What follows belongs to an exercise in optimizing a design on an open flow for small area; a production flow would make more cautious choices.
Only simulation tests tie the RTL to the original design; equivalence was not proved.

== north ==
==> flow/design.v <==
package branch_predict_ctrl_pkg;
  localparam logic [1:0] CTR_ALLOC = 2'b10;
endpackage
module sat_ctr2 (
  input  logic [1:0] cur,
  input  logic       up,
  output logic [1:0] nxt
);
  assign nxt[1] = up ? (cur[1] | cur[0]) : (cur[1] & cur[0]);
  assign nxt[0] = up ? (cur[1] | ~cur[0]) : (cur[1] & ~cur[0]);
endmodule
module bpc_aoi222 (
  input  logic a0, b0, a1, b1, a2, b2,
  output logic y
);
  assign y = ~((a0 & b0) | (a1 & b1) | (a2 & b2));
endmodule
module bpc_nand2 (
  input  logic a, b,
  output logic y
);
  assign y = ~(a & b);
endmodule
module bpc_nand6 (
  input  logic [5:0] a,
  output logic       y
);
  assign y = ~(&a);
endmodule
module bpc_sel16 (
  input  logic [15:0] s,
  input  logic [15:0] d,
  output logic        y
);
  logic [5:0] n;
  bpc_aoi222 u0 (.a0(s[0]),  .b0(d[0]),  .a1(s[1]),  .b1(d[1]),  .a2(s[2]),  .b2(d[2]),  .y(n[0]));
  bpc_aoi222 u1 (.a0(s[3]),  .b0(d[3]),  .a1(s[4]),  .b1(d[4]),  .a2(s[5]),  .b2(d[5]),  .y(n[1]));
  bpc_aoi222 u2 (.a0(s[6]),  .b0(d[6]),  .a1(s[7]),  .b1(d[7]),  .a2(s[8]),  .b2(d[8]),  .y(n[2]));
  bpc_aoi222 u3 (.a0(s[9]),  .b0(d[9]),  .a1(s[10]), .b1(d[10]), .a2(s[11]), .b2(d[11]), .y(n[3]));
  bpc_aoi222 u4 (.a0(s[12]), .b0(d[12]), .a1(s[13]), .b1(d[13]), .a2(s[14]), .b2(d[14]), .y(n[4]));
  bpc_nand2  u5 (.a(s[15]), .b(d[15]), .y(n[5]));
  bpc_nand6  u6 (.a(n), .y(y));
endmodule
module bpc_ha (
  input  logic a, b,
  output logic s, c
);
  assign {c, s} = a + b;
endmodule
module bpc_inc #(
  parameter int unsigned W = 16,
  parameter int unsigned G = 16
) (
  input  logic [W-1:0] a,
  input  logic         ci,
  output logic [W-1:0] y
);
  localparam int unsigned NG = (W + G - 1) / G;
  logic [NG:0]   gc;
  logic [NG-1:0] gp;
  logic [W:0]    c;
  assign gc[0] = ci;
  for (genvar g = 0; g < NG; g++) begin : g_grp
    localparam int unsigned LO = g * G;
    localparam int unsigned HI = (LO + G < W) ? LO + G - 1 : W - 1;
    assign gp[g]   = &a[HI:LO];
    assign gc[g+1] = gc[g] & gp[g];
    assign c[LO]   = gc[g];
    for (genvar i = LO; i <= HI; i++) begin : g_bit
      logic co;
      bpc_ha u_ha (.a(a[i]), .b(c[i]), .s(y[i]), .c(co));
      if (i < HI) begin : g_c
        assign c[i+1] = co;
      end
    end
  end
  assign c[W] = gc[NG];
endmodule
module bpc_mux2 (
  input  logic a0, a1, s, sn,
  output logic y
);
  assign y = (a1 & s) | (a0 & sn);
endmodule
module bpc_eq #(
  parameter int unsigned W = 26
) (
  input  logic [W-1:0] a, b,
  output logic         y
);
  assign y = (a == b);
endmodule
module bpc_ne #(
  parameter int unsigned W = 32
) (
  input  logic [W-1:0] a, b,
  output logic         y
);
  assign y = (a != b);
endmodule
module bpc_hold (
  input  logic d, en, q, enn,
  output logic y
);
  assign y = (d & en) | (q & enn);
endmodule
module branch_predict_ctrl #(
  parameter int unsigned IDX_BITS = 4,
  parameter int unsigned CNT_W    = 16
) (
  input  logic             clk,
  input  logic             rst_n,
  input  logic [31:0]      if_pc,
  output logic             pred_taken,
  output logic [31:0]      pred_target,
  input  logic             ex_branch,
  input  logic             ex_stall,
  input  logic [31:0]      ex_pc,
  input  logic             ex_taken,
  input  logic [31:0]      ex_target,
  input  logic             ex_pred_taken,
  input  logic [31:0]      ex_pred_target,
  output logic             redirect,
  output logic [31:0]      redirect_pc,
  output logic             flush_if_id,
  output logic             flush_id_ex,
  output logic [CNT_W-1:0] branch_count,
  output logic [CNT_W-1:0] mispredict_count
);
  localparam int unsigned ENTRIES = 1 << IDX_BITS;
  localparam int unsigned TAG_W   = 30 - IDX_BITS;
  localparam int unsigned IF_W    = 1 + TAG_W + 32 + 1;
  localparam int unsigned EX_W    = 1 + TAG_W + 2;
  logic [ENTRIES-1:0] btb_valid;
  logic [TAG_W-1:0]   btb_tag    [ENTRIES];
  logic [31:0]        btb_target [ENTRIES];
  logic [1:0]         btb_ctr    [ENTRIES];
  logic [IDX_BITS-1:0] if_idx, ex_idx;
  logic [TAG_W-1:0]    if_tag, ex_tag;
  logic                if_hit, ex_hit;
  logic                resolve, mispredict;
  logic                wr_entry, wr_ctr;
  logic [1:0]          ctr_inc, ctr_next;
  assign if_idx = if_pc[IDX_BITS+1:2];
  assign if_tag = if_pc[31:IDX_BITS+2];
  assign ex_idx = ex_pc[IDX_BITS+1:2];
  assign ex_tag = ex_pc[31:IDX_BITS+2];
  logic [ENTRIES-1:0] if_sel, ex_sel;
  logic [IF_W-1:0]    if_row [ENTRIES];
  logic [EX_W-1:0]    ex_row [ENTRIES];
  logic [IF_W-1:0]    if_rd;
  logic [EX_W-1:0]    ex_rd;
  always_comb begin
    for (int unsigned i = 0; i < ENTRIES; i++) begin
      if_sel[i] = (if_idx == IDX_BITS'(i));
      ex_sel[i] = (ex_idx == IDX_BITS'(i));
      if_row[i] = {btb_ctr[i][1], btb_target[i], btb_tag[i], btb_valid[i]};
      ex_row[i] = {btb_ctr[i], btb_tag[i], btb_valid[i]};
    end
  end
  for (genvar b = 0; b < IF_W; b++) begin : g_if_rd
    logic [ENTRIES-1:0] col;
    for (genvar i = 0; i < ENTRIES; i++) begin : g_col
      assign col[i] = if_row[i][b];
    end
    bpc_sel16 u_sel (.s(if_sel), .d(col), .y(if_rd[b]));
  end
  for (genvar b = 0; b < EX_W; b++) begin : g_ex_rd
    logic [ENTRIES-1:0] col;
    for (genvar i = 0; i < ENTRIES; i++) begin : g_col
      assign col[i] = ex_row[i][b];
    end
    bpc_sel16 u_sel (.s(ex_sel), .d(col), .y(ex_rd[b]));
  end
  logic        if_tag_eq, ex_tag_eq, tgt_ne;
  logic [29:0] if_pc_inc, ex_pc_inc;
  bpc_eq #(.W(TAG_W)) u_if_eq (.a(if_rd[TAG_W:1]), .b(if_tag), .y(if_tag_eq));
  bpc_eq #(.W(TAG_W)) u_ex_eq (.a(ex_rd[TAG_W:1]), .b(ex_tag), .y(ex_tag_eq));
  bpc_ne #(.W(32))    u_ne    (.a(ex_pred_target), .b(ex_target), .y(tgt_ne));
  bpc_inc #(.W(30), .G(5)) u_if_inc (.a(if_pc[31:2]), .ci(1'b1), .y(if_pc_inc));
  bpc_inc #(.W(30), .G(5)) u_ex_inc (.a(ex_pc[31:2]), .ci(1'b1), .y(ex_pc_inc));
  logic if_miss, ex_not_taken;
  assign if_hit      = if_rd[0] && if_tag_eq;
  assign if_miss     = !if_hit;
  assign ex_not_taken = !ex_taken;
  assign pred_taken  = if_hit && if_rd[IF_W-1];
  assign ex_hit     = ex_rd[0] && ex_tag_eq;
  assign resolve    = ex_branch && !ex_stall;
  assign mispredict = resolve &&
                      ((ex_taken != ex_pred_taken) || (ex_taken && tgt_ne));
  assign redirect    = rst_n && mispredict;
  assign flush_if_id = redirect;
  assign flush_id_ex = redirect;
  for (genvar b = 0; b < 32; b++) begin : g_out_mux
    if (b < 2) begin : g_lo
      bpc_mux2 u_pt (.a0(if_pc[b]), .a1(if_rd[TAG_W+1+b]), .s(if_hit), .sn(if_miss), .y(pred_target[b]));
      bpc_mux2 u_rp (.a0(ex_pc[b]), .a1(ex_target[b]), .s(ex_taken), .sn(ex_not_taken), .y(redirect_pc[b]));
    end else begin : g_hi
      bpc_mux2 u_pt (.a0(if_pc_inc[b-2]), .a1(if_rd[TAG_W+1+b]), .s(if_hit), .sn(if_miss), .y(pred_target[b]));
      bpc_mux2 u_rp (.a0(ex_pc_inc[b-2]), .a1(ex_target[b]), .s(ex_taken), .sn(ex_not_taken), .y(redirect_pc[b]));
    end
  end
  sat_ctr2 u_sat_ctr2 (
    .cur (ex_rd[EX_W-1:TAG_W+1]),
    .up  (ex_taken),
    .nxt (ctr_inc)
  );
  assign wr_entry = resolve && ex_taken;
  assign wr_ctr   = resolve && (ex_hit || ex_taken);
  assign ctr_next = ex_hit ? ctr_inc : branch_predict_ctrl_pkg::CTR_ALLOC;
  logic [ENTRIES-1:0] we_e, we_en, we_c, we_cn;
  logic [TAG_W-1:0]   tag_nxt [ENTRIES];
  logic [1:0]         ctr_nxt [ENTRIES];
  for (genvar i = 0; i < ENTRIES; i++) begin : g_entry
    assign we_e[i]  = wr_entry && ex_sel[i];
    assign we_en[i] = !we_e[i];
    assign we_c[i]  = wr_ctr && ex_sel[i];
    assign we_cn[i] = !we_c[i];
    for (genvar b = 0; b < TAG_W; b++) begin : g_tag
      bpc_hold u_h (.d(ex_tag[b]), .en(we_e[i]), .q(btb_tag[i][b]), .enn(we_en[i]), .y(tag_nxt[i][b]));
    end
    for (genvar b = 0; b < 2; b++) begin : g_ctr
      bpc_hold u_h (.d(ctr_next[b]), .en(we_c[i]), .q(btb_ctr[i][b]), .enn(we_cn[i]), .y(ctr_nxt[i][b]));
    end
  end
  always_ff @(posedge clk) begin
    for (int unsigned i = 0; i < ENTRIES; i++) begin
      if (we_e[i]) begin
        btb_target[i] <= ex_target;
      end
    end
  end
  always_ff @(posedge clk) begin
    for (int unsigned i = 0; i < ENTRIES; i++) begin
      btb_tag[i]    <= tag_nxt[i];
      btb_ctr[i]    <= ctr_nxt[i];
    end
  end
  always_ff @(posedge clk or negedge rst_n) begin
    if (!rst_n) begin
      btb_valid <= '0;
    end else if (wr_entry) begin
      btb_valid[ex_idx] <= 1'b1;
    end
  end
  logic [CNT_W-1:0] branch_count_nxt, mispredict_count_nxt;
  bpc_inc #(.W(CNT_W)) u_bc_inc (.a(branch_count), .ci(resolve), .y(branch_count_nxt));
  bpc_inc #(.W(CNT_W)) u_mc_inc (.a(mispredict_count), .ci(mispredict), .y(mispredict_count_nxt));
  always_ff @(posedge clk or negedge rst_n) begin
    if (!rst_n) begin
      branch_count     <= '0;
      mispredict_count <= '0;
    end else begin
      branch_count     <= branch_count_nxt;
      mispredict_count <= mispredict_count_nxt;
    end
  end
endmodule
export LEC_CHECK = 0
export CAP_MARGIN = 20
export CORE_MARGIN = 2
export CORE_UTILIZATION = 60
export SLEW_MARGIN = 20
export SYNTH_HIERARCHICAL = 1
export SYNTH_MINIMUM_KEEP_SIZE = 0
create_clock -name core_clock -period 10.0 [get_ports {clk}]
standard.sh (not shown) runs the stock make flow with config.mk's settings and CLKGATE_MAP_FILE= SYNTH_SCRIPT=/design/flow/synth_recipe.tcl, a recipe that flattens the netlist after the stock synthesis.
==> flow/flow/run.sh <==
#!/bin/bash
# Standard layout (the standard.sh, unchanged synthesis) with two
# changes: ports are buffered with the smallest buffer, and clock tree
# synthesis builds the tree from clkbuf_8 cells over clusters of at most
# 16 sinks and inserts no dummy loads.
set -uo pipefail
export BUFFER_PORTS_ARGS="-buffer_cell sky130_fd_sc_hd__buf_1"
export CTS_ARGS="-sink_clustering_enable -repair_clock_nets -dont_use_dummy_load -buf_list {sky130_fd_sc_hd__clkbuf_8} -sink_clustering_size 16 -sink_clustering_max_diameter 60"
bash standard.sh finish > standard.log 2>&1
## Diff of input files: south against north
--- a/flow/design.v
+++ b/flow/design.v
@@ -211,4 +211,5 @@
   logic [ENTRIES-1:0] we_e, we_en, we_c, we_cn;
   logic [TAG_W-1:0]   tag_nxt [ENTRIES];
+  logic [31:0]        tgt_nxt [ENTRIES];
   logic [1:0]         ctr_nxt [ENTRIES];
   for (genvar i = 0; i < ENTRIES; i++) begin : g_entry
@@ -220,13 +221,9 @@
       bpc_hold u_h (.d(ex_tag[b]), .en(we_e[i]), .q(btb_tag[i][b]), .enn(we_en[i]), .y(tag_nxt[i][b]));
     end
+    for (genvar b = 0; b < 32; b++) begin : g_tgt
+      bpc_hold u_h (.d(ex_target[b]), .en(we_e[i]), .q(btb_target[i][b]), .enn(we_en[i]), .y(tgt_nxt[i][b]));
+    end
     for (genvar b = 0; b < 2; b++) begin : g_ctr
       bpc_hold u_h (.d(ctr_next[b]), .en(we_c[i]), .q(btb_ctr[i][b]), .enn(we_cn[i]), .y(ctr_nxt[i][b]));
-    end
-  end
-  always_ff @(posedge clk) begin
-    for (int unsigned i = 0; i < ENTRIES; i++) begin
-      if (we_e[i]) begin
-        btb_target[i] <= ex_target;
-      end
     end
   end
@@ -234,4 +231,5 @@
     for (int unsigned i = 0; i < ENTRIES; i++) begin
       btb_tag[i]    <= tag_nxt[i];
+      btb_target[i] <= tgt_nxt[i];
       btb_ctr[i]    <= ctr_nxt[i];
     end
### Flow results
- Row cell area: south lower / north higher
- Summary of south over north: synthesized area -about 1.6%, initial antenna violation count rose by 2, number of synthesized flops with an enable pin went down.
- In the flow results for south and north, the maximum frequency is smaller on south.

-- what the ideal ports hide --
Ports are ideal in the flow. The routed layouts listed here were re-timed in OpenROAD. Step 1 assumes that a clkbuf_16 drives the clock port and a buf_2 every other input. Step 2, shift: input delay + t, output delay - t, t = (earliest + latest rising clock arrival at the registers) / 2. This alone moves slack from input paths to output paths. Three values: ideal, step 1, step 2; two values: the first two.
run	t (ns)	setup slack, ns	latest minus earliest clock arrival (ns)	worst data-port slew with drivers (ns)	cell pins on the clock port's net
north	0.773	0.633 / 0.559 / 0.559	0.071 / 0.070	0.08	1
south	0.802	0.402 / 0.368 / 0.368	0.073 / 0.073	0.11	1
After both steps setup and hold are still met in every run listed. For north, which loses most, drivers alone change the setup slack by -0.074 ns; drivers and shift together by -0.074 ns.
